Context: an optimization exercise on an open-source flow, tuned for small area, a short achievable clock period and few clock cycles per item. The choices shown serve that exercise and are no tape-out recipe. RTL that was checked went through simulation tests only; none was proved equivalent to the original. The RTL of run 5 was laid out without a check of its function. No activity file was given, so power comes from the tool's default toggle rates.

<file path="flow/run.sh">
#!/bin/bash
# synth_recipe.tcl (not shown) runs the flow's synth.tcl, then flattens the netlist and writes it again
# the make line also repeats each setting of config.mk as NAME=value (left out here)
make -C /OpenROAD-flow-scripts/flow DESIGN_CONFIG=/design/flow/config.mk WORK_HOME=/design/flow/orfs CLKGATE_MAP_FILE= SYNTH_SCRIPT=/design/flow/synth_recipe.tcl finish
</file>
<file path="flow/constraint.sdc">
create_clock -name core_clock -period 5.0 [get_ports {clk}]
set_input_delay 1.0000 -clock core_clock [delete_from_list [all_inputs] [get_ports {clk}]]
set_output_delay 1.0000 -clock core_clock [all_outputs]
set_load 0.01 [all_outputs]
</file>
<file path="flow/design.v">
package dmem_pkg;
  typedef enum logic [1:0] {IDLE, WAIT, RESP} state_t;
  localparam int WORD_BYTES = 4;
  localparam int WCOUNT_W = 16;
  function automatic logic [29:0] word_index(input logic [31:0] adr);
    word_index = adr[31:2];
  endfunction
endpackage
module dmem_array #(
  parameter int DEPTH = 64,
  parameter int AW = $clog2(DEPTH)
) (
  input  logic          clk,
  input  logic          we,
  input  logic [AW-1:0] widx,
  input  logic [31:0]   wdata,
  input  logic [AW-1:0] ridx,
  output logic [31:0]   rdata
);
  logic [31:0] mem [DEPTH];
  always_ff @(posedge clk)
    if (we) mem[widx] <= wdata;
  assign rdata = mem[ridx];
endmodule
module dmem_responder #(
  parameter int DEPTH = 64,
  parameter int LATENCY = 2
) (
  input  logic                clk,
  input  logic                reset,
  input  logic                memread,
  input  logic                memwrite,
  input  logic [31:0]         dataadr,
  input  logic [31:0]         writedata,
  output logic [31:0]         readdata,
  output logic                ready,
  output logic                err,
  output logic [dmem_pkg::WCOUNT_W-1:0] wr_count,
  output logic [31:0]         last_wr_adr,
  output logic [31:0]         last_wr_data
);
  localparam int AW = $clog2(DEPTH);
  localparam logic [2:0] CNT_INIT = 3'(LATENCY > 0 ? LATENCY - 1 : 0);
  dmem_pkg::state_t st;
  logic [2:0] cnt;
  logic wr_q, cf_q, idle, rq_wr, rq_cf, rq_bad, go_resp, we;
  logic [31:0] adr_q, wd_q, rq_adr, rdata;
  logic [AW-1:0] ridx, widx;
  always_comb begin
    idle = st == dmem_pkg::IDLE;
    rq_adr = idle ? dataadr : adr_q;
    rq_wr = idle ? memwrite : wr_q;
    rq_cf = idle ? memread & memwrite : cf_q;
    rq_bad = rq_cf | (|rq_adr[1:0]) | (rq_adr >= 32'(dmem_pkg::WORD_BYTES * DEPTH));
    ridx = AW'(dmem_pkg::word_index(rq_adr));
    widx = AW'(dmem_pkg::word_index(adr_q));
    go_resp = idle ? (memread | memwrite) && LATENCY == 0 : st == dmem_pkg::WAIT && cnt == 3'd0;
    we = st == dmem_pkg::RESP && wr_q && !err;
  end
  dmem_array #(.DEPTH(DEPTH)) u_array (
    .clk(clk), .we(we), .widx(widx), .wdata(wd_q), .ridx(ridx), .rdata(rdata)
  );
  always_ff @(posedge clk or negedge reset) begin
    if (!reset) begin
      st <= dmem_pkg::IDLE;
      cnt <= '0;
      ready <= 1'b0;
      err <= 1'b0;
      readdata <= '0;
      wr_count <= '0;
      last_wr_adr <= '0;
      last_wr_data <= '0;
      adr_q <= '0;
      wd_q <= '0;
      wr_q <= 1'b0;
      cf_q <= 1'b0;
    end else begin
      ready <= go_resp;
      err <= go_resp && rq_bad;
      readdata <= (go_resp && !rq_bad && !rq_wr) ? rdata : '0;
      if (we) begin
        last_wr_adr <= adr_q;
        last_wr_data <= wd_q;
        wr_count <= (wr_count == '1) ? wr_count : wr_count + 1'b1;
      end
      if (idle && (memread | memwrite)) begin
        adr_q <= dataadr;
        wd_q <= writedata;
        wr_q <= memwrite;
        cf_q <= memread & memwrite;
        cnt <= CNT_INIT;
        st <= (LATENCY == 0) ? dmem_pkg::RESP : dmem_pkg::WAIT;
      end else if (st == dmem_pkg::WAIT) begin
        cnt <= (cnt == 3'd0) ? cnt : cnt - 3'd1;
        st <= (cnt == 3'd0) ? dmem_pkg::RESP : dmem_pkg::WAIT;
      end else if (st == dmem_pkg::RESP) begin
        st <= dmem_pkg::IDLE;
      end
    end
  end
endmodule
</file>
<file path="flow/config.mk">
export PLATFORM = sky130hd
export DESIGN_NAME = dmem_responder
export DESIGN_NICKNAME = dmem_responder
export VERILOG_FILES = /design/flow/design.v
export SDC_FILE = /design/flow/constraint.sdc
export NUM_CORES = 4
export LEC_CHECK = 0
export CAP_MARGIN = 20
export CORE_MARGIN = 2
export CORE_UTILIZATION = 40
export SLEW_MARGIN = 20
</file>
==> results.py, run 1 <==
metrics = {
    "global_routing": {
        "first_global_vias": 47800,
        "grt_usage_pct": 22.5,
        "grt_max_degree": 126,
        "overflow": 0,
        "grt_pass1_wl_um": 354000,
        "antenna_found_initial": 8,
        "grt_use_met2_pct": 36.6,
        "grtUsageMet3_pct": 3.69,
        "grt_busiest_layer": "met2",
        "met1_usage_pct": 31.0,
    },
    "clock_network": {
        "clk_pin_slew_ps": 70,
        "cts_hold_buf": 0,
        "ctsResizeCount": 0,
        "clockBufferDepth": 3,
        "root_buffer": "clkbuf_16",
        "htree_levels": 4,
        "numCtsBuffers": 221,
        "clk_latency_ps": 870,
        "postCtsSetupBuffers": 0,
        "cts_tree": "built",
        "cts.sinks": 2233,
    },
    "drt": {
        "drt_wl_total_um": 249000,
        "num_vias": 48200,
        "drtPass1Iterations": 8,
        "ant_nets": 0,
        "vias_per_cell": 5.82,
        "wl_per_cell_um": 30.1,
        "drt-initial-drc-count": 5685,
        "drc": 0,
    },
    "logic_synthesis": {
        "synth_top_family_by_area": "multiplexers",
        "synthAdderAreaFrac_pct": 0.0871,
        "yosysUniqueCellTypes": 59,
        "ys_ff_latch": 2233,
        "yosys.area_share.xor_xnor_pct": 0.163,
        "yosys_warnings": 2,
        "synth.avg_cell_area_um2": 17.7,
        "synthMuxAreaShare_pct": 11.3,
        "syn_area_um2": 86200,
        "syn_inst": 4859,
        "synth_compound_area_share_pct": 4.83,
        "synthArstFlopShare_pct": 8.28,
        "yosys.area_share.simple_pct": 5.27,
        "synthFlopType": "edfxtp_1",
        "yosysSeqAreaShare_pct": 76.7,
        "synth_edf_count": 2048,
    },
    "hold_path": {
        "min_path_type": "in -> async",
    },
    "floorplanning": {
        "io_pins": 182,
        "die_w_um": 468,
        "die_area_um2": 219000,
        "core_um2": 214000,
        "initial_core_util_pct": 40.2,
        "rows": 170,
        "die_h_um": 468,
    },
    "place": {
        "gp_congestion": 0.814,
        "preCtsSetupSlack_ps": 200,
        "port_buffers": 181,
        "hpwl_um": 141000,
    },
    "cells_and_area": {
        "drive_gt1_share_pct": 19.8,
        "final_cell_mix": "edfxtp_1, nand2_1, mux4_2",
        "areaGrowthSynthToFinish_pct": 16.9,
        "layout.nets": 5321,
        "mostFrequentLayoutCell": "edfxtp_1",
    },
    "critical_path": {
        "required_ps": 5800,
        "end_kind": "flop",
        "crit_path_start_kind": "flop",
        "path_class": "reg -> reg",
        "critPathMaxFanout": 16,
        "worstPathArrival_ps": 5120,
    },
    "sta": {
        "relSlewSlack_pct": 27.0,
        "finalHoldViolations": 0,
        "finalSetupViolCount": 0,
        "fin_skew_ps": 55.2,
        "setup_tns_ps": 0,
        "final_max_slew_viol_count": 0,
        "worstMarginPinSlew_ps": 1090,
        "worst_slack_ps": 684,
        "period_needed_ps": 4320,
        "period_share_pct": 86.3,
        "rsz0062_at_grt": "no",
        "fmax_ghz": 0.232,
    },
    "pwr": {
        "max-vdd-ir-drop_uv": 307,
        "leakage_nw": 28.8,
        "power_density_nw_per_um2": 366,
    },
    "outcome": {
        "status": "finished clean",
    },
    "flow_run": {
        "max_cap_violations": 0,
    },
}
==> Yosys cell counts (all sizes together), types with 5 or more instances <==
library cell,number,area [um2]
o21ai,162,811
a31oi,112,701
mux4,293,6600
inv,6,22.5
a211o,5,43.8
a21oi,62,310
edfxtp,2048,61500
nor2,84,315
ha,6,75.1
o22ai,10,62.6
mux2i,225,2260
dfrtp,185,4630
a211oi,6,45.0
o211ai,6,45.0
a21boi,28,210
nand2,833,3130
clkbuf,120,450
nand3,87,435
xnor2,12,105
mux2,78,878
a221oi,98,858
or4,14,105
nor3,11,55.1
a32oi,10,87.6
a31o,11,96.3
nor4,12,75.1
a22oi,75,563
o2111a,6,67.6
and3,22,138
a221o,10,100
buf,156,923
nand4,27,169
==> where the power goes <==
group / switching, mW / leakage, nW / internal (mW) / total [mW]
registers: 0 / 16.6 / 20.1 / 20.1
clock network: 7.17 / 3.54 / 9.47 / 16.6
logic: 0.0619 / 8.63 / 0.0507 / 0.113
==> per-layer routing <==
layer	vias up	routed length [um]
li1	20000	-
met1	25500	102000
met2	2225	120000
met3	397	19600
met4	2	7830
met5	-	13
==> worst max-delay path: stages (launching register included) <==
cell and delay (ps):
dfrtp_1 400, inv_1 90, ha_2 400, buf_4 420, nor4b_1 310, nand4_1 210, o22ai_1 320, nand4b_1 130
buf_4 220, or2_2 570, a21oi_1 910, or4_1 210
==> kinds of logic after synthesis <==
family	count (synthesis)
DFF	2233
and+or+nand+nor	1107
AOI/OAI and AO/OA	619
muxes	596
buffers and inverters	282
xor gates and xnor gates	16
adders and majority gates	6
==> final cells by class <==
cell class | count | area, um2
clock inverter | 125 | 1330
fill | 18000 | 114000
timing repair buffer | 441 | 4440
clock buffer | 288 | 5940
inverter | 6 | 22.5
multi-input combinational | 2344 | 19300
sequential | 2233 | 66200
tap | 2838 | 3550
antenna | 3 | 7.51
==> registers in the layout (all words and copies together), names as in the netlist <==
register / flops
st: 2
wr_q: 1
ready: 1
last_wr_adr: 32
wd_q: 32
wr_count: 16
cf_q: 1
adr_q: 32
err: 1
cnt: 3
readdata: 32
last_wr_data: 32
u_array.mem: 2048
==> through the flow <==
stage	instance area, um2	cells	total power, mW	hold WS [ps]	utilization [%]
5_1_grt	101000	8276	37.7	177	47.0
4_1_cts	101000	8275	37.0	129	47.0
3_3_place_gp	93400	7860	20.6	459	43.6
6_report	101000	8278	36.8	172	47.0
3_5_place_dp	93500	7862	20.6	462	43.6
2_1_floorplan	86200	4859	20.5	446	-
==> path summary, 6_finish.rpt <==
path	start	to	slack (ps)	cells past startpoint
max	st[0]	readdata[18]	680	11
min in group core_clock	last_wr_adr[22]	last_wr_adr[22]	480	2
max in group asynchronous	reset	wd_q[27]	3830	2
min reg2reg	last_wr_adr[22]	last_wr_adr[22]	480	2
min	reset	wr_count[5]	170	1
max reg2reg	st[0]	readdata[18]	680	11
Testbench counts, summed over its fixed seeds: cycles 64,000, accesses 16,000.
==> run 2: changes to the inputs <==
==> flow/design.v (replaced) <==
package dmem_pkg;
  typedef enum logic [1:0] {IDLE, WAIT, RESP} state_t;
  localparam int WORD_BYTES = 4;
  localparam int WCOUNT_W = 16;
  function automatic logic [29:0] word_index(input logic [31:0] adr);
    word_index = adr[31:2];
  endfunction
endpackage
module dmem_array #(
  parameter int DEPTH = 64
) (
  input  logic             clk,
  input  logic [DEPTH-1:0] wsel,
  input  logic [31:0]      wdata,
  input  logic [DEPTH-1:0] rsel,
  output logic [31:0]      rdata
);
  logic [31:0] mem [DEPTH];
  always_ff @(posedge clk)
    for (int i = 0; i < DEPTH; i++)
      if (wsel[i]) mem[i] <= wdata;
  always_comb begin
    rdata = '0;
    for (int i = 0; i < DEPTH; i++)
      rdata = rdata | (mem[i] & {32{rsel[i]}});
  end
endmodule
module dmem_responder #(
  parameter int DEPTH = 64
) (
  input  logic                clk,
  input  logic                reset,
  input  logic                memread,
  input  logic                memwrite,
  input  logic [31:0]         dataadr,
  input  logic [31:0]         writedata,
  output logic [31:0]         readdata,
  output logic                ready,
  output logic                err,
  output logic [dmem_pkg::WCOUNT_W-1:0] wr_count,
  output logic [31:0]         last_wr_adr,
  output logic [31:0]         last_wr_data
);
  localparam int AW = $clog2(DEPTH);
  logic act, req, bad, ld_ok, st_ok;
  logic [AW-1:0] idx, last_idx;
  logic [DEPTH-1:0] dec, wsel, rsel;
  logic [31:0] rdata;
  always_comb begin
    req = memread | memwrite;
    bad = (memread & memwrite) | (|dataadr[1:0]) |
          (dataadr >= 32'(dmem_pkg::WORD_BYTES * DEPTH));
    ld_ok = act & memread & ~memwrite & ~bad;
    st_ok = act & memwrite & ~memread & ~bad;
    idx = dataadr[AW+1:2];
    for (int i = 0; i < DEPTH; i++) dec[i] = 32'(idx) == i;
    wsel = dec & {DEPTH{st_ok}};
    rsel = dec & {DEPTH{ld_ok}};
    ready = act & req;
    err = act & req & bad;
    readdata = rdata;
    last_wr_adr = 32'(last_idx) << 2;
  end
  dmem_array #(.DEPTH(DEPTH)) u_array (
    .clk(clk), .wsel(wsel), .wdata(writedata), .rsel(rsel), .rdata(rdata)
  );
  always_ff @(posedge clk or negedge reset) begin
    if (!reset) begin
      act <= 1'b0;
      wr_count <= '0;
      last_idx <= '0;
      last_wr_data <= '0;
    end else begin
      act <= 1'b1;
      if (st_ok) begin
        last_idx <= idx;
        last_wr_data <= writedata;
        wr_count <= (wr_count == '1) ? wr_count : wr_count + 1'b1;
      end
    end
  end
endmodule
==> flow/flow/run.sh (new file) <==
#!/bin/bash
# Standard synthesis unchanged, then the standard ORFS layout with sizing
# allowed to change a cell's footprint.
set -euo pipefail
cd "$(dirname "$0")/.."
bash standard.sh synth > synth.log 2>&1
bash standard.sh MATCH_CELL_FOOTPRINT=0 finish > layout.log 2>&1
==> flow/standard.sh (new file) <==
#!/bin/bash
# synth_recipe.tcl (not shown) runs the flow's synth.tcl, then flattens the netlist and writes it again
# the make line also repeats each setting of config.mk as NAME=value (left out here)
make -C /OpenROAD-flow-scripts/flow DESIGN_CONFIG=/design/flow/config.mk WORK_HOME=/design/flow/orfs CLKGATE_MAP_FILE= SYNTH_SCRIPT=/design/flow/synth_recipe.tcl "${@:-finish}"
--- a/flow/config.mk
+++ b/flow/config.mk
@@ -10,2 +10,3 @@
 export CORE_UTILIZATION = 40
+export SETUP_SLACK_MARGIN = 1.5
 export SLEW_MARGIN = 20
removed: flow/run.sh
==> run 2 against run 1 <==
Effect of this change:
- wire length grew 3.9%
- non-clock buffer count rose by 555
- still clean on timing, DRC and antenna
- maximum frequency down 12%
- register-to-register slack better by 1500 ps
- critical path depth is 5 higher
- final cell count decreased by 2.0%
- critical endpoint is now readdata[20]
- setup slack got worse by 570 ps
==> results.py, run 2 <==
metrics = {
    "outcome": {
        "status": "finished clean",
    },
    "global_routing": {
        "grt_max_degree": 66,
        "grt_usage_pct": 24.9,
        "first_global_vias": 46800,
        "antenna_found_initial": 11,
        "overflow": 0,
        "grt_pass1_wl_um": 356000,
    },
    "cells_and_area": {
        "mostFrequentLayoutCell": "edfxtp_1",
        "top_regs": "u_array.mem (2048), last_wr_data (32), wr_count (16)",
        "final_cell_mix": "edfxtp_1, buf_4, a22oi_1",
        "largest_register": "u_array.mem",
        "final_core_util_pct": 51.7,
        "areaGrowthSynthToFinish_pct": 28.3,
        "layout.nets": 5385,
        "stdcell_count": 8110,
        "drive_gt1_share_pct": 31.0,
        "largest_reg_flops": 2048,
    },
    "hold_path": {
        "min_path_type": "in -> async",
    },
    "critical_path": {
        "crit_path_start_kind": "primary input",
        "crit_chain": "buf_12 > buf_12 > buf_8 > and4b_4 > buf_4 > buf_6 > buf_6 > clkbuf_16 > a222oi_1 > a21oi_1 > a21oi_1 > buf_4 > a31oi_4 > buf_6 > or4_4 > buf_6",
        "cpMostUsedCell": "buf_6",
        "required_ps": 4000,
        "critical_path.max_stage_delay_ps": 580,
        "r2r-end": "u_array.mem[3][20]",
        "end_kind": "primary output",
        "r2r_setup_slack_ps": 2190,
        "startpoint": "dataadr[5]",
        "worstPathArrival_ps": 3880,
        "reg2reg_from": "act",
        "slowest_stage": "or4_4",
        "reg2reg_depth": 8,
        "critPathMaxFanout": 5,
        "path_class": "in -> out",
    },
    "sta": {
        "relSlewSlack_pct": 29.8,
        "worstMarginPinSlew_ps": 1050,
        "fin_skew_ps": 71.2,
        "period_needed_ps": 4880,
        "fmax_ghz": 0.205,
        "hold_ws_ps": 280,
        "finalSetupViolCount": 0,
        "period_share_pct": 97.7,
        "finalHoldViolations": 0,
        "final_max_slew_viol_count": 0,
        "rsz0062_at_grt": "yes",
    },
    "floorplanning": {
        "die_h_um": 447,
        "io_pins": 182,
        "die_w_um": 447,
        "initial_core_util_pct": 40.3,
        "core_um2": 195000,
        "rows": 162,
        "die_area_um2": 200000,
    },
    "logic_synthesis": {
        "synth_area_leaders": "edfxtp_1, a22oi_1, a22o_1",
        "synth.avg_cell_area_um2": 17.7,
        "synth_edf_count": 2048,
        "synth_top_family_by_area": "compound AO/OA/AOI/OAI gates",
        "synth_top_area_share_pct": 78.3,
        "yosys-top-cells-count": "edfxtp_1, a22oi_1, nand3_1, clkbuf_1, a22o_1",
        "syn_inst": 4439,
        "synthAdderAreaFrac_pct": 0.0159,
        "ys_ff_latch": 2103,
        "synthMuxAreaShare_pct": 1.81,
        "yosys_warnings": 3,
        "yosysSeqAreaShare_pct": 80.1,
        "synthFlopType": "edfxtp_1",
        "yosys.cell_count.top_type": "edfxtp_1",
        "synth_area_leader_cell": "edfxtp_1",
        "yosys.area_share.simple_pct": 4.24,
        "yosysUniqueCellTypes": 63,
        "synth_compound_area_share_pct": 11.6,
        "syn_area_um2": 78500,
        "synthArstFlopShare_pct": 2.62,
        "yosys.area_share.xor_xnor_pct": 0.156,
    },
    "drt": {
        "drt_wl_total_um": 259000,
        "drt-initial-drc-count": 7298,
        "drtPass1Iterations": 8,
        "vias_per_cell": 6.07,
        "drc": 0,
        "ant_nets": 0,
        "wl_per_cell_um": 31.9,
        "num_vias": 49300,
    },
    "pwr": {
        "power_density_nw_per_um2": 351,
        "switching_power_mw": 7.65,
        "leakage_nw": 32.7,
        "swShare_pct": 21.6,
        "max-vdd-ir-drop_uv": 363,
        "combPwrFrac_pct": 3.9,
        "p_seq_share_pct": 54.6,
        "p_int_mw": 27.7,
        "clock_power_share_pct": 41.4,
        "finalPower_mw": 35.4,
    },
    "place": {
        "dp.cells": 7517,
        "hpwl_um": 150000,
        "port_buffers": 155,
        "gp_congestion": 0.860,
    },
    "clock_network": {
        "clk_latency_ps": 890,
        "numCtsBuffers": 202,
        "cts.sinks": 2103,
        "root_buffer": "clkbuf_16",
        "clockBufferDepth": 3,
        "cts_hold_buf": 0,
        "clk_pin_slew_ps": 60,
        "cts_tree": "built",
        "htree_levels": 4,
    },
    "flow_run": {
        "max_cap_violations": 0,
    },
}
run 2: metal layers:
layer	vias to the layer above	global-route usage, %	part of all wire, %
met1	25500	35.3	40
met4	0	8.61	3.6
met3	420	4.67	9.8
met2	2961	38.7	47
met5	-	0	0
li1	20300	-	-
run 2: how the worst max path moves through the flow:
stage | end | slack, ps | depth (start not counted)
after detailed placement | readdata[25] | -800 | 13
after CTS | readdata[15] | 210 | 11
final | readdata[20] | 120 | 16
after global routing | readdata[4] | 60 | 15
after floorplan | u_array.mem[0][0] | 1130 | 5
after global placement | readdata[20] | -850 | 13
run 2: what timing repair did:
action,CTS,global route
resized for setup,462,238
endpoints found under the setup margin,969,312
setup buffers,99,84
gates cloned,25,11
pin swaps,166,160
run 2: area by class of cell:
| cell class | count | area [um2] |
|---|---|---|
| antenna | 8 | 20.0 |
| inverter | 2 | 10.0 |
| clock inverter | 102 | 1010 |
| fill | 15500 | 94300 |
| tap | 2624 | 3280 |
| multi-input combinational | 2011 | 17400 |
| clock buffer | 264 | 5320 |
| timing repair buffer | 996 | 10800 |
| sequential | 2103 | 62900 |
run 2: critical path: cells and delay by family:
family,cells,cell delay [ps]
buffers and inverters,10,1330
AOI/OAI and AO/OA,4,720
and+or+nand+nor,2,810
run 2: through the flow:
stage	TNS [ps]	instance area [um2]	setup slack, ps
3_3_place_gp	-16640	89000	-849
4_1_cts	0	98700	212
2_1_floorplan	0	79800	1130
6_report	0	101000	117
5_1_grt	0	101000	62.9
3_5_place_dp	-16480	89000	-802
run 2: power groups by stage:
| stage | logic (mW) | clock network (mW) | registers [mW] |
|---|---|---|---|
| 5_1_grt | 1.44 | 15.5 | 19.3 |
| 3_3_place_gp | 1.14 | 0 | 19.7 |
| 6_report | 1.39 | 14.7 | 19.3 |
| 4_1_cts | 1.29 | 14.8 | 19.3 |
| 2_1_floorplan | 0.408 | 0 | 19.7 |
| 3_5_place_dp | 1.16 | 0 | 19.7 |
run 2: cells by family after synthesis:
| kind of cell | count (synthesis) |
|---|---|
| AND/OR/NAND/NOR | 641 |
| flip-flops | 2103 |
| AO/OA/AOI/OAI | 1189 |
| XOR/XNOR | 14 |
| buffers and inverters | 352 |
| adder cells (fa/ha/maj) | 1 |
| multiplexers | 137 |
| other | 2 |
Testbench counts of run 2, summed over its fixed seeds: cycles 16,000, accesses 16,000.
==> run 3: changes to the inputs <==
==> flow/run.sh (new file) <==
#!/bin/bash
# synth_recipe.tcl (not shown) runs the flow's synth.tcl, then flattens the netlist and writes it again
# the make line also repeats each setting of config.mk as NAME=value (left out here)
make -C /OpenROAD-flow-scripts/flow DESIGN_CONFIG=/design/flow/config.mk WORK_HOME=/design/flow/orfs CLKGATE_MAP_FILE= SYNTH_SCRIPT=/design/flow/synth_recipe.tcl finish
--- a/flow/config.mk
+++ b/flow/config.mk
@@ -10,3 +10,2 @@
 export CORE_UTILIZATION = 40
-export SETUP_SLACK_MARGIN = 1.5
 export SLEW_MARGIN = 20
removed: flow/flow/run.sh
removed: flow/standard.sh
==> run 3 against run 2 <==
Effect of this change:
- the layout now fails its checks (setup timing)
- maximum frequency shrank 2.5%
- worst hold slack gained 6.4 ps
- setup slack lost 130 ps
- via count shrank 4.8%
- register-to-register slack gained 150 ps
- sequential cell count is the same
- final cell count shrank 3.5%
- largest cell class unchanged
- largest power group unchanged
==> results.py, run 3 <==
metrics = {
    "pwr": {
        "clock_power_share_pct": 42.1,
        "leakage_nw": 30.5,
        "swShare_pct": 21.0,
        "max-vdd-ir-drop_uv": 319,
        "p_int_mw": 28.0,
        "p_seq_share_pct": 54.6,
        "combPwrFrac_pct": 3.3,
        "power_density_nw_per_um2": 371,
        "switching_power_mw": 7.42,
        "finalPower_mw": 35.4,
    },
    "critical_path": {
        "end_kind": "primary output",
        "cp_top_family": "buffers and inverters",
        "required_ps": 4000,
        "critPathMaxFanout": 30,
        "worst-path-stages": 12,
        "cp_num_buf_inv": 6,
        "reg2reg_depth": 5,
        "worstPathArrival_ps": 4010,
        "critical_path.max_stage_delay_ps": 550,
        "path_class": "in -> out",
        "slowest_stage": "clkdlybuf4s50_1",
        "crit_path_start_kind": "primary input",
        "crit_chain": "dlygate4sd2_1 > and4b_4 > buf_4 > nand2_4 > buf_12 > buf_12 > a21oi_1 > nor3_2 > a41o_1 > nand4_1 > buf_4 > clkdlybuf4s50_1",
    },
    "floorplanning": {
        "core_um2": 195000,
        "initial_core_util_pct": 40.3,
        "die_w_um": 447,
        "rows": 162,
        "io_pins": 182,
        "die_h_um": 447,
        "die_area_um2": 200000,
    },
    "outcome": {
        "status": "complete, but fails checks",
        "so_faults": "setup timing",
    },
    "drt": {
        "drtPass1Iterations": 6,
        "num_vias": 46900,
        "drt-initial-drc-count": 6486,
        "drt_wl_total_um": 239000,
        "ant_nets": 0,
        "wl_per_cell_um": 30.5,
        "drc": 0,
        "vias_per_cell": 5.99,
    },
    "logic_synthesis": {
        "synthFlopType": "edfxtp_1",
        "synth_edf_count": 2048,
        "yosysSeqAreaShare_pct": 80.1,
        "ys_ff_latch": 2103,
        "yosys-top-cells-count": "edfxtp_1, a22oi_1, nand3_1, clkbuf_1, a22o_1",
        "yosysUniqueCellTypes": 63,
        "yosys.cell_count.top_type": "edfxtp_1",
        "syn_area_um2": 78500,
        "syn_inst": 4439,
        "synth_area_leaders": "edfxtp_1, a22oi_1, a22o_1",
        "synth_top_area_share_pct": 78.3,
        "synthArstFlopShare_pct": 2.62,
        "yosys_warnings": 3,
        "synth_area_leader_cell": "edfxtp_1",
        "synth.avg_cell_area_um2": 17.7,
    },
    "place": {
        "port_buffers": 155,
        "hpwl_um": 148000,
        "gp_congestion": 0.885,
    },
    "global_routing": {
        "grt_pass1_wl_um": 336000,
        "antenna_found_initial": 8,
        "grt_max_degree": 66,
        "overflow": 0,
        "first_global_vias": 44800,
        "grt_usage_pct": 23.4,
    },
    "sta": {
        "finalSetupViolCount": 1,
        "final_max_slew_viol_count": 0,
        "relSlewSlack_pct": 28.9,
        "worstMarginPinSlew_ps": 1070,
        "fmax_ghz": 0.200,
        "finalHoldViolations": 0,
        "rsz0062_at_grt": "no",
        "period_needed_ps": 5010,
        "period_share_pct": 100,
        "worst_slack_ps": -9.82,
        "fin_skew_ps": 34.5,
    },
    "clock_network": {
        "htree_levels": 4,
        "clk_latency_ps": 850,
        "cts.sinks": 2103,
        "root_buffer": "clkbuf_16",
        "cts_tree": "built",
        "numCtsBuffers": 203,
        "clk_pin_slew_ps": 60,
        "clockBufferDepth": 3,
    },
    "cells_and_area": {
        "drive_gt1_share_pct": 21.2,
        "areaGrowthSynthToFinish_pct": 21.5,
        "layout.nets": 5104,
        "final_core_util_pct": 48.9,
        "mostFrequentLayoutCell": "edfxtp_1",
        "final_cell_mix": "edfxtp_1, a22oi_1, buf_4",
        "largest_register": "u_array.mem",
        "largest_reg_flops": 2048,
        "top_regs": "u_array.mem (2048), last_wr_data (32), wr_count (16)",
    },
    "hold_path": {
        "min_path_type": "in -> async",
    },
    "flow_run": {
        "max_cap_violations": 0,
    },
}
run 3: cell counts after synthesis:
No cell type changed its count.
run 3: per-layer routing:
metal  GRT usage, %  vias up  routed length [um]
met5              0        -                  14
met2           37.6     2405              114000
met3           3.84      376               20200
met4           8.43        4                8810
met1           32.1    24400               95200
li1               -    19700                   -
run 3: path summary, 6_finish.rpt:
| kind | from | end | slack, ps |
|---|---|---|---|
| min reg2reg | wr_count[9] | wr_count[9] | 500 |
| max | memread | readdata[29] | -10 |
| min in group core_clock | wr_count[9] | wr_count[9] | 500 |
| max reg2reg | act | wr_count[1] | 2340 |
| min | reset | wr_count[8] | 290 |
| max in group asynchronous | reset | wr_count[1] | 4220 |
run 3: power groups by stage:
stage	combinational (mW)	clock [mW]	sequential, mW
3_3_place_gp	1.12	0	19.7
4_1_cts	1.15	15.1	19.3
6_report	1.16	14.9	19.3
2_1_floorplan	0.376	0	19.7
3_5_place_dp	1.14	0	19.7
5_1_grt	1.22	15.8	19.3
run 3: layout make-up:
type | instances | area [um2]
antenna | 2 | 5.00
clock buffer | 270 | 5500
clock inverter | 102 | 953
fill | 16100 | 99600
inverter | 2 | 10.0
multi-input combinational | 2011 | 15400
sequential | 2103 | 62900
tap | 2624 | 3280
timing repair buffer | 714 | 7350
run 3: logic make-up (layout without fill, tap and decap cells):
| kind of cell | Yosys count | count (layout) | share of synthesized area, % |
|---|---|---|---|
| other | 2 | 29 | 0.00956 |
| adders and majority gates | 1 | 1 | 0.0159 |
| DFF | 2103 | 2103 | 80.1 |
| buffers and inverters | 352 | 1088 | 2.06 |
| muxes | 137 | 137 | 1.81 |
| xor gates and xnor gates | 14 | 14 | 0.156 |
| and+or+nand+nor | 641 | 643 | 4.24 |
| AOI/OAI and AO/OA | 1189 | 1189 | 11.6 |
run 3: what timing repair did:
action	4_1_cts	5_1_grt
buffers inserted	11	4
endpoints found under the hold margin	0	0
gates cloned	6	2
pin swaps	19	1
gates resized for setup	139	15
setup endpoints to repair	32	8
hold buffers	0	0
run 3: worst reg2reg max path: stages, from the launching register on:
cell	delay (ps)
dfrtp_1	400
nand2_1	110
nor4_4	610
buf_4	510
nor2b_1	500
mux2_2	390
run 3: metrics by stage:
stage / hold WS (ps) / area [um2] / cells / worst slack (ps) / TNS [ps]
after floorplan: 515 / 78600 / 4464 / 538 / 0
after global placement: 476 / 88000 / 7431 / -558 / -13640
after detailed placement: 489 / 88000 / 7431 / -609 / -14650
after CTS: 263 / 95200 / 7820 / 29.8 / 0
after global routing: 336 / 95400 / 7826 / 2.60 / 0
final: 287 / 95400 / 7828 / -9.82 / -9.82
==> run 4: changes to the inputs <==
--- a/flow/config.mk
+++ b/flow/config.mk
@@ -10,2 +10,3 @@
 export CORE_UTILIZATION = 40
+export SETUP_SLACK_MARGIN = 0.3
 export SLEW_MARGIN = 20
==> run 4 against run 3 <==
Effect of this change:
- the run now finishes clean
- worst hold slack got worse by 3.3 ps
- die area unchanged
- core utilization increased by 0.75 points
- sequential cell count unchanged
- via count increased by 1.1%
- critical path depth increased by 1
- maximum frequency increased by 6.0%
- sequential power about the same
- register-to-register slack about the same
- clock skew increased by 2.7 ps
- largest cell class unchanged
==> results.py, run 4 <==
metrics = {
    "floorplanning": {
        "die_w_um": 447,
        "initial_core_util_pct": 40.3,
        "die_h_um": 447,
        "die_area_um2": 200000,
        "core_um2": 195000,
        "io_pins": 182,
        "rows": 162,
    },
    "clock_network": {
        "clk_latency_ps": 850,
        "clockBufferDepth": 3,
        "clk_pin_slew_ps": 60,
        "cts_tree": "built",
        "root_buffer": "clkbuf_16",
        "numCtsBuffers": 203,
        "htree_levels": 4,
        "cts_hold_buf": 0,
        "cts.sinks": 2103,
    },
    "drt": {
        "drtPass1Iterations": 6,
        "vias_per_cell": 6.02,
        "num_vias": 47400,
        "wl_per_cell_um": 30.7,
        "drt_wl_total_um": 242000,
        "ant_nets": 0,
        "drt-initial-drc-count": 7139,
        "drc": 0,
    },
    "cells_and_area": {
        "final_core_util_pct": 49.7,
        "fillers": 15900,
        "stdcell_count": 7881,
        "seqCellArea_um2": 62900,
        "largest_register": "u_array.mem",
        "top_regs": "u_array.mem (2048), last_wr_data (32), wr_count (16)",
        "areaGrowthSynthToFinish_pct": 23.3,
        "drive_gt1_share_pct": 24.7,
        "mostFrequentLayoutCell": "edfxtp_1",
        "multi_input_comb_area_um2": 16200,
        "layout.nets": 5155,
        "final_cell_mix": "edfxtp_1, a22oi_1, buf_4",
        "largest_reg_flops": 2048,
    },
    "global_routing": {
        "grt_max_degree": 66,
        "grt_usage_pct": 23.7,
        "grt_pass1_wl_um": 339000,
        "first_global_vias": 45000,
        "antenna_found_initial": 9,
        "overflow": 0,
    },
    "place": {
        "hpwl_um": 148000,
        "port_buffers": 155,
        "gp_congestion": 0.885,
        "preCtsSetupSlack_ps": -609,
        "dp.cells": 7431,
    },
    "critical_path": {
        "required_ps": 4000,
        "reg2reg_depth": 5,
        "r2r-end": "wr_count[1]",
        "worstPathArrival_ps": 3730,
        "critPathMaxFanout": 16,
        "crit_path_start_kind": "primary input",
        "reg2reg_from": "act",
        "path_class": "in -> out",
        "end_kind": "primary output",
        "r2r_setup_slack_ps": 2330,
    },
    "pwr": {
        "clock_power_share_pct": 42.1,
        "finalPower_mw": 35.5,
        "swShare_pct": 21.0,
        "max-vdd-ir-drop_uv": 320,
        "power_density_nw_per_um2": 366,
        "p_int_mw": 28.0,
        "p_seq_share_pct": 54.5,
        "leakage_nw": 30.9,
        "combPwrFrac_pct": 3.4,
        "switching_power_mw": 7.45,
    },
    "logic_synthesis": {
        "ys_ff_latch": 2103,
        "yosysUniqueCellTypes": 63,
        "synth_area_leader_cell": "edfxtp_1",
        "yosys.cell_count.top_type": "edfxtp_1",
        "yosysSeqAreaShare_pct": 80.1,
        "yosys_warnings": 3,
        "syn_inst": 4439,
        "yosys-top-cells-count": "edfxtp_1, a22oi_1, nand3_1, clkbuf_1, a22o_1",
        "synth_top_area_share_pct": 78.3,
        "synth_area_leaders": "edfxtp_1, a22oi_1, a22o_1",
        "synthArstFlopShare_pct": 2.62,
        "synth.avg_cell_area_um2": 17.7,
        "synthFlopType": "edfxtp_1",
        "syn_area_um2": 78500,
        "synth_edf_count": 2048,
    },
    "sta": {
        "worst_slack_ps": 272,
        "period_share_pct": 94.6,
        "fin_skew_ps": 37.2,
        "fmax_ghz": 0.211,
        "finalSetupViolCount": 0,
        "final_max_slew_viol_count": 0,
        "finalHoldViolations": 0,
        "worstMarginPinSlew_ps": 1070,
        "period_needed_ps": 4730,
        "setup_tns_ps": 0,
        "relSlewSlack_pct": 28.5,
        "rsz0062_at_grt": "yes",
    },
    "hold_path": {
        "min_path_type": "in -> async",
    },
    "flow_run": {
        "max_cap_violations": 0,
    },
    "outcome": {
        "status": "finished clean",
    },
}
run 4: logic make-up (layout without fill, tap and decap cells):
family,Yosys count,after routing,share of synthesized area [%]
compound gates,1189,1189,11.6
xor+xnor,14,14,0.156
fa+ha+maj,1,1,0.0159
buf+inv,352,1137,2.06
flops,2103,2103,80.1
mux,137,137,1.81
other cells,2,31,0.00956
simple gates,641,645,4.24
run 4: stage by stage:
step	area (um2)	hold slack, ps
finish	96800	284
global route	96800	338
CTS	96300	263
detailed placement	88000	489
global placement	88000	476
floorplan	78600	515
run 4: power groups by stage:
stage	logic (mW)	registers, mW	clock network [mW]
floorplan	0.376	19.7	0
global placement	1.12	19.7	0
detailed placement	1.14	19.7	0
CTS	1.19	19.3	15.1
global route	1.27	19.3	15.8
finish	1.21	19.3	14.9
run 4: what timing repair did:
| action | 4_1_cts | 5_1_grt |
|---|---|---|
| hold endpoints to repair | 0 | 0 |
| setup buffers | 33 | 24 |
| endpoints found under the setup margin | 32 | 32 |
| pin swaps | 87 | 51 |
| cloned | 14 | 3 |
| gates resized for setup | 333 | 93 |
run 4: how the worst max path moves through the flow:
stage	start	endpoint	slack, ps
floorplan	dataadr[18]	u_array.mem[22][0]	540
global placement	memwrite	readdata[16]	-560
detailed placement	memread	readdata[20]	-610
CTS	dataadr[5]	readdata[20]	160
global route	dataadr[5]	readdata[20]	210
finish	dataadr[5]	readdata[20]	270
run 4: worst max-delay path, cell delays in order:
cell and delay (ps):
buf_2 100, buf_12 170, buf_4 150, nor4_4 50, buf_4 150, buf_4 210
a22oi_2 320, a21oi_2 100, nor4_2 320, a31oi_2 210, buf_4 180, or4_4 590
clkbuf_2 160
run 4: final cells by class:
| cell class | instances | share of cell area (%) |
|---|---|---|
| Tap cell | 2624 | 3.39 |
| Timing Repair Buffer | 763 | 8.29 |
| Inverter | 2 | 0.0103 |
| Sequential cell | 2103 | 64.9 |
| Multi-Input combinational cell | 2013 | 16.7 |
| Antenna cell | 4 | 0.0103 |
| Clock inverter | 102 | 0.984 |
| Clock buffer | 270 | 5.67 |
run 4: routing by layer:
layer / GRT usage, % / part of all wire (%) / vias to the layer above
li1: - / - / 19800
met1: 32.3 / 39 / 24500
met2: 38.2 / 48 / 2649
met3: 3.97 / 8.8 / 392
met4: 8.84 / 3.9 / 6
met5: 0 / 0.017 / -
==> run 5: changes to the inputs <==
--- a/flow/design.v
+++ b/flow/design.v
@@ -44,5 +44,5 @@
   localparam int AW = $clog2(DEPTH);
-  logic act, req, bad, ld_ok, st_ok;
+  logic req, bad, ld_ok, st_ok;
   logic [AW-1:0] idx, last_idx;
-  logic [DEPTH-1:0] dec, wsel, rsel;
+  logic [DEPTH-1:0] dec, wsel;
   logic [31:0] rdata;
@@ -52,4 +52,4 @@
           (dataadr >= 32'(dmem_pkg::WORD_BYTES * DEPTH));
-    ld_ok = act & memread & ~memwrite & ~bad;
-    st_ok = act & memwrite & ~memread & ~bad;
+    ld_ok = reset & memread & ~memwrite & ~bad;
+    st_ok = reset & memwrite & ~memread & ~bad;
     idx = dataadr[AW+1:2];
@@ -57,6 +57,5 @@
     wsel = dec & {DEPTH{st_ok}};
-    rsel = dec & {DEPTH{ld_ok}};
-    ready = act & req;
-    err = act & req & bad;
-    readdata = rdata;
+    ready = reset & req;
+    err = reset & req & bad;
+    readdata = rdata & {32{ld_ok}};
     last_wr_adr = 32'(last_idx) << 2;
@@ -64,3 +63,3 @@
   dmem_array #(.DEPTH(DEPTH)) u_array (
-    .clk(clk), .wsel(wsel), .wdata(writedata), .rsel(rsel), .rdata(rdata)
+    .clk(clk), .wsel(wsel), .wdata(writedata), .rsel(dec), .rdata(rdata)
   );
@@ -68,3 +67,2 @@
     if (!reset) begin
-      act <= 1'b0;
       wr_count <= '0;
@@ -72,9 +70,6 @@
       last_wr_data <= '0;
-    end else begin
-      act <= 1'b1;
-      if (st_ok) begin
-        last_idx <= idx;
-        last_wr_data <= writedata;
-        wr_count <= (wr_count == '1) ? wr_count : wr_count + 1'b1;
-      end
+    end else if (st_ok) begin
+      last_idx <= idx;
+      last_wr_data <= writedata;
+      wr_count <= (wr_count == '1) ? wr_count : wr_count + 1'b1;
     end
--- a/flow/config.mk
+++ b/flow/config.mk
@@ -9,4 +9,4 @@
 export CORE_MARGIN = 2
-export CORE_UTILIZATION = 40
-export SETUP_SLACK_MARGIN = 0.3
+export CORE_UTILIZATION = 70
+export SETUP_SLACK_MARGIN = 2
 export SLEW_MARGIN = 20
==> run 5 against run 4 <==
Effect of this change:
- the flow now stops in 5_1_grt
- area after synthesis down 1.3%
- synthesized cell count is 3.8% lower
==> results.py, run 5 <==
metrics = {
    "outcome": {
        "status": "aborted with a tool error",
        "lastStage": "5_1_grt",
        "stop_error": "[ERROR GRT-0232] Routing congestion too high. Check the congestion heatmap in the GUI.",
    },
    "logic_synthesis": {
        "synth_top_area_share_pct": 79.3,
        "synth_compound_area_share_pct": 10.1,
        "synth_edf_count": 2048,
        "synthArstFlopShare_pct": 2.57,
        "yosysUniqueCellTypes": 72,
        "yosys_warnings": 3,
        "yosys.area_share.simple_pct": 5.12,
        "synth_top_family_by_area": "compound AO/OA/AOI/OAI gates",
        "synthAdderAreaFrac_pct": 0.0161,
        "yosys.area_share.xor_xnor_pct": 0.124,
        "syn_inst": 4270,
        "synth_area_leader_cell": "edfxtp_1",
        "synthFlopType": "edfxtp_1",
        "synth_area_leaders": "edfxtp_1, a22oi_1, dfrtp_1",
        "yosysSeqAreaShare_pct": 81.1,
        "ys_ff_latch": 2102,
        "yosys.cell_count.top_type": "edfxtp_1",
        "syn_area_um2": 77500,
        "synthMuxAreaShare_pct": 1.90,
        "synth.avg_cell_area_um2": 18.2,
        "yosys-top-cells-count": "edfxtp_1, a22oi_1, clkbuf_1, nand4_1, nand2_1",
    },
    "place": {
        "preCtsSetupSlack_ps": -420,
        "dp.cells": 6356,
        "gp_congestion": 1.05,
        "port_buffers": 155,
        "hpwl_um": 210000,
        "dpl_cell_area_um2": 88400,
    },
    "clock_network": {
        "cts.sinks": 2102,
        "numCtsBuffers": 196,
        "clockBufferDepth": 3,
        "htree_levels": 4,
        "root_buffer": "clkbuf_16",
    },
    "floorplanning": {
        "initial_core_util_pct": 70.3,
        "rows": 122,
        "die_w_um": 337,
        "io_pins": 182,
        "die_h_um": 337,
    },
    "global_routing": {
        "overflow": 250,
        "grt_usage_pct": 85.2,
        "grt_max_degree": 66,
    },
}
## run 5: changes by cell type after synthesis, sizes merged, moves of 60 or more
cell,delta
a221oi,-119
nand4,+72
a22o,-99
a21oi,-65
nor4,+69
nor3,+116
o22a,-60
a22oi,+280
nand3,-223
## run 5: layer usage
layer	GRT usage, %	GRT overflow
met5	58.4	1
met4	82.4	111
met3	78.4	4
met2	94.5	126
met1	85.2	8
## run 5: worst max path at each step
stage	end	slack, ps	cells after the start
2_1_floorplan	readdata[20]	790	10
4_1_cts	readdata[23]	560	10
3_3_place_gp	readdata[31]	-690	10
3_5_place_dp	readdata[4]	-420	10
## run 5: cell families after synthesis
kind of cell | Yosys count
AOI/OAI and AO/OA | 1025
xor gates and xnor gates | 11
adders and majority gates | 1
buffers and inverters | 281
DFF | 2102
muxes | 136
other | 1
and+or+nand+nor | 713
## run 5: repair_timing
item	in CTS
endpoints found under the setup margin	2090
hold buffers	0
gates cloned	19
resized for setup	497
setup buffers	95
pin swaps	70
## run 5: power groups by stage
stage	Sequential, mW	Combinational [mW]	Clock, mW
floorplan	19.7	0.378	0
global placement	19.7	1.22	0
detailed placement	19.7	1.25	0
CTS	19.3	1.43	15.1
==> run 6: changes to the inputs <==
--- a/flow/design.v
+++ b/flow/design.v
@@ -27,2 +27,18 @@
 endmodule
+module dmem_decode #(
+  parameter int DEPTH = 64,
+  parameter int AW = $clog2(DEPTH)
+) (
+  input  logic [AW-1:0]    idx,
+  input  logic             ld_ok,
+  input  logic             st_ok,
+  output logic [DEPTH-1:0] rsel,
+  output logic [DEPTH-1:0] wsel
+);
+  always_comb
+    for (int i = 0; i < DEPTH; i++) begin
+      rsel[i] = ld_ok & (32'(idx) == i);
+      wsel[i] = st_ok & (32'(idx) == i);
+    end
+endmodule
 module dmem_responder #(
@@ -46,4 +62,3 @@
   logic [AW-1:0] idx, last_idx;
-  logic [DEPTH-1:0] dec, wsel;
-  logic [31:0] rdata;
+  logic [DEPTH-1:0] rsel, wsel;
   always_comb begin
@@ -55,11 +70,11 @@
     idx = dataadr[AW+1:2];
-    for (int i = 0; i < DEPTH; i++) dec[i] = 32'(idx) == i;
-    wsel = dec & {DEPTH{st_ok}};
     ready = reset & req;
     err = reset & req & bad;
-    readdata = rdata & {32{ld_ok}};
     last_wr_adr = 32'(last_idx) << 2;
   end
+  dmem_decode #(.DEPTH(DEPTH)) u_decode (
+    .idx(idx), .ld_ok(ld_ok), .st_ok(st_ok), .rsel(rsel), .wsel(wsel)
+  );
   dmem_array #(.DEPTH(DEPTH)) u_array (
-    .clk(clk), .wsel(wsel), .wdata(writedata), .rsel(dec), .rdata(rdata)
+    .clk(clk), .wsel(wsel), .wdata(writedata), .rsel(rsel), .rdata(readdata)
   );
--- a/flow/config.mk
+++ b/flow/config.mk
@@ -9,4 +9,5 @@
 export CORE_MARGIN = 2
-export CORE_UTILIZATION = 70
-export SETUP_SLACK_MARGIN = 2
+export CORE_UTILIZATION = 40
+export SETUP_SLACK_MARGIN = 1.0
 export SLEW_MARGIN = 20
+export SYNTH_HIERARCHICAL = 1
==> run 6 against run 5 <==
Effect of this change:
- the layout now fails its checks (setup timing)
- synthesized cell count is 11% lower
- area after synthesis is 1.7% lower
==> results.py, run 6 <==
metrics = {
    "logic_synthesis": {
        "syn_area_um2": 76200,
        "synthArstFlopShare_pct": 2.57,
        "synth_edf_count": 2048,
        "synth_top_area_share_pct": 80.7,
        "synth.avg_cell_area_um2": 20.1,
        "synth_area_leaders": "edfxtp_1, a221oi_1, a22o_1",
        "synthFlopType": "edfxtp_1",
        "yosysSeqAreaShare_pct": 82.5,
        "yosys-top-cells-count": "edfxtp_1, a221oi_1, a22o_1, nand4_1, clkbuf_1",
        "ys_ff_latch": 2102,
        "yosys.cell_count.top_type": "edfxtp_1",
        "syn_inst": 3794,
        "yosysUniqueCellTypes": 55,
        "synth_area_leader_cell": "edfxtp_1",
        "yosys_warnings": 10,
    },
    "pwr": {
        "leakage_nw": 32.2,
        "power_density_nw_per_um2": 362,
        "max-vdd-ir-drop_uv": 397,
    },
    "drt": {
        "ant_nets": 0,
        "drtPass1Iterations": 6,
        "num_vias": 44600,
        "drt_wl_total_um": 236000,
        "vias_per_cell": 5.99,
        "wl_per_cell_um": 31.6,
        "drc": 0,
        "drt-initial-drc-count": 5981,
    },
    "cells_and_area": {
        "final_cell_mix": "edfxtp_1, buf_4, a22o_1",
        "mostFrequentLayoutCell": "edfxtp_1",
        "areaGrowthSynthToFinish_pct": 27.3,
        "top_regs": "u_array.mem (2048), last_wr_data (32), wr_count (16)",
        "drive_gt1_share_pct": 32.1,
        "largest_register": "u_array.mem",
        "layout.nets": 4845,
        "largest_reg_flops": 2048,
        "fillers": 15000,
    },
    "sta": {
        "setup_tns_ps": -9920,
        "fin_skew_ps": 6.78,
        "fmax_ghz": 0.181,
        "finalHoldViolations": 0,
        "worst_slack_ps": -513,
        "period_needed_ps": 5510,
        "period_share_pct": 110,
        "final_max_slew_viol_count": 0,
        "finalSetupViolCount": 32,
        "worstMarginPinSlew_ps": 1050,
        "hold_ws_ps": 403,
        "rsz0062_at_grt": "yes",
        "relSlewSlack_pct": 30.2,
    },
    "place": {
        "port_buffers": 155,
        "gp_congestion": 0.839,
        "hpwl_um": 142000,
    },
    "clock_network": {
        "cts_tree": "built",
        "clk_latency_ps": 860,
        "cts_hold_buf": 0,
        "clk_pin_slew_ps": 60,
        "numCtsBuffers": 204,
        "cts.sinks": 2102,
        "clockBufferDepth": 3,
        "htree_levels": 4,
        "root_buffer": "clkbuf_16",
    },
    "critical_path": {
        "crit_path_start_kind": "primary input",
        "crit_chain": "buf_2 > nor4_4 > nand2_2 > nor3_4 > and4b_2 > buf_6 > nand3b_1 > buf_6 > buf_16 > nor2_4 > buf_12 > buf_6 > a22o_1 > a221oi_2 > nand4_1 > buf_4 > or4_4 > buf_6",
        "path_class": "in -> out",
        "cp_top_family": "simple AND/OR/NAND/NOR gates",
        "end_kind": "primary output",
        "r2r_setup_slack_ps": 3020,
        "worstPathArrival_ps": 4510,
        "slowest_stage": "or4_4",
        "critical_path.max_stage_delay_ps": 610,
        "cp_num_buf_inv": 8,
        "cpMostUsedCell": "buf_6",
        "required_ps": 4000,
        "critPathMaxFanout": 4,
    },
    "outcome": {
        "status": "complete, but fails checks",
        "so_faults": "setup timing",
    },
    "global_routing": {
        "first_global_vias": 43200,
        "grt_max_degree": 66,
        "overflow": 0,
        "grt_pass1_wl_um": 327000,
        "grt_usage_pct": 23.9,
        "antenna_found_initial": 20,
    },
    "floorplanning": {
        "rows": 160,
        "die_h_um": 440,
        "die_w_um": 440,
        "initial_core_util_pct": 40.2,
        "core_um2": 190000,
        "die_area_um2": 194000,
        "io_pins": 182,
    },
    "flow_run": {
        "max_cap_violations": 0,
    },
    "hold_path": {
        "min_path_type": "in -> async",
    },
}
## run 6: cell type report
class / instances / area (um2) / area share (%)
timing repair buffer: 998 / 10600 / 11.0
clock inverter: 133 / 1280 / 1.32
multi-input combinational: 1468 / 13800 / 14.2
antenna: 4 / 10.0 / 0.0103
clock buffer: 240 / 5330 / 5.49
tap: 2511 / 3140 / 3.24
inverter: 2 / 7.51 / 0.00774
sequential: 2102 / 62900 / 64.8
## run 6: path summary, 6_finish.rpt
kind	startpoint	to	cells past startpoint
max	dataadr[13]	readdata[11]	18
max in group asynchronous	reset	last_wr_data[31]	2
min reg2reg	last_idx[5]	last_idx[5]	1
min	reset	last_wr_data[13]	2
min in group core_clock	writedata[13]	u_array.mem[53][13]	1
max reg2reg	wr_count[4]	wr_count[1]	5
## run 6: logic make-up after synthesis
kind of cell	after synthesis	share of synthesized area [%]
flip-flops	2102	82.5
adder cells (fa/ha/maj)	1	0.0164
XOR/XNOR	12	0.158
other	1	0.00492
AND/OR/NAND/NOR	354	2.83
AO/OA/AOI/OAI	1031	11.9
buffers and inverters	253	2.08
multiplexers	40	0.591
## run 6: through the flow
stage	std cells	power [mW]	setup slack [ps]	utilization [%]	cell area [um2]
after floorplan	3819	19.7	597	-	76800
after global placement	6866	20.2	-1710	45.7	86800
after detailed placement	6866	20.2	-1620	45.7	86800
after CTS	7438	35.3	-493	50.9	96600
after global routing	7454	36.0	-527	51.1	97000
final	7458	35.1	-513	51.1	97000
## run 6: repair_timing
item                       in CTS  in global routing
setup endpoints to repair      32                 32
resized for setup             486                 64
pin swaps                     141                 58
gates cloned                    7                  1
setup buffers                 192                 15
## run 6: worst register-to-register path, delay by kind of cell, from the launching register on
| kind | cells | cell delay, ps |
|---|---|---|
| simple gates | 2 | 540 |
| flops | 1 | 450 |
| mux | 1 | 360 |
| buf+inv | 1 | 270 |
| compound gates | 1 | 250 |
## run 6: layer usage
| metal | global-route usage [%] | vias up | wire [um] |
|---|---|---|---|
| li1 | - | 18500 | - |
| met4 | 8.64 | 14 | 8530 |
| met1 | 32.3 | 23400 | 92300 |
| met2 | 38.4 | 2335 | 112000 |
| met3 | 4.84 | 353 | 22200 |
| met5 | 0.620 | - | 250 |
## run 6: where the power goes
part / leakage (nW) / total (mW) / switching [mW] / internal, mW
registers: 19.2 / 19.3 / 0.0000000155 / 19.3
clock network: 3.26 / 15.3 / 6.60 / 8.69
logic: 9.80 / 0.524 / 0.430 / 0.0934
Testbench counts of run 6, summed over its fixed seeds: cycles 16,000, accesses 16,000.

[separate check: timing with driven ports]
Ports are ideal in the flow. The routed layouts listed here were re-timed in OpenROAD. Step 1: set_driving_cell puts a clkbuf_16 on clk and a buf_2 on each other input, an assumption about the parent block. Step 2, shift: input delay + t, output delay - t, t = (earliest + latest rising clock arrival at the registers) / 2. This alone moves slack from input paths to output paths. Three values: ideal ports, drivers, drivers and shift; two values: the first two.
| run | t, ns | setup WS [ns] | worst register clock-pin slew, ns |
|---|---|---|---|
| run 1 | 0.929 | 0.684 / 0.684 / 0.236 | 0.07 / 0.07 |
| run 2 | 0.941 | 0.117 / 0.060 / 0.060 | 0.07 / 0.07 |
| run 3 | 0.931 | -0.010 / -0.032 / -0.032 | 0.07 / 0.07 |
| run 4 | 0.921 | 0.272 / 0.233 / 0.233 | 0.07 / 0.07 |
| run 6 | 0.915 | -0.513 / -0.568 / -0.568 | 0.07 / 0.07 |
The setup slack of run 1, which loses most, moves by 0.000 ns with the drivers and by -0.448 ns with both steps.
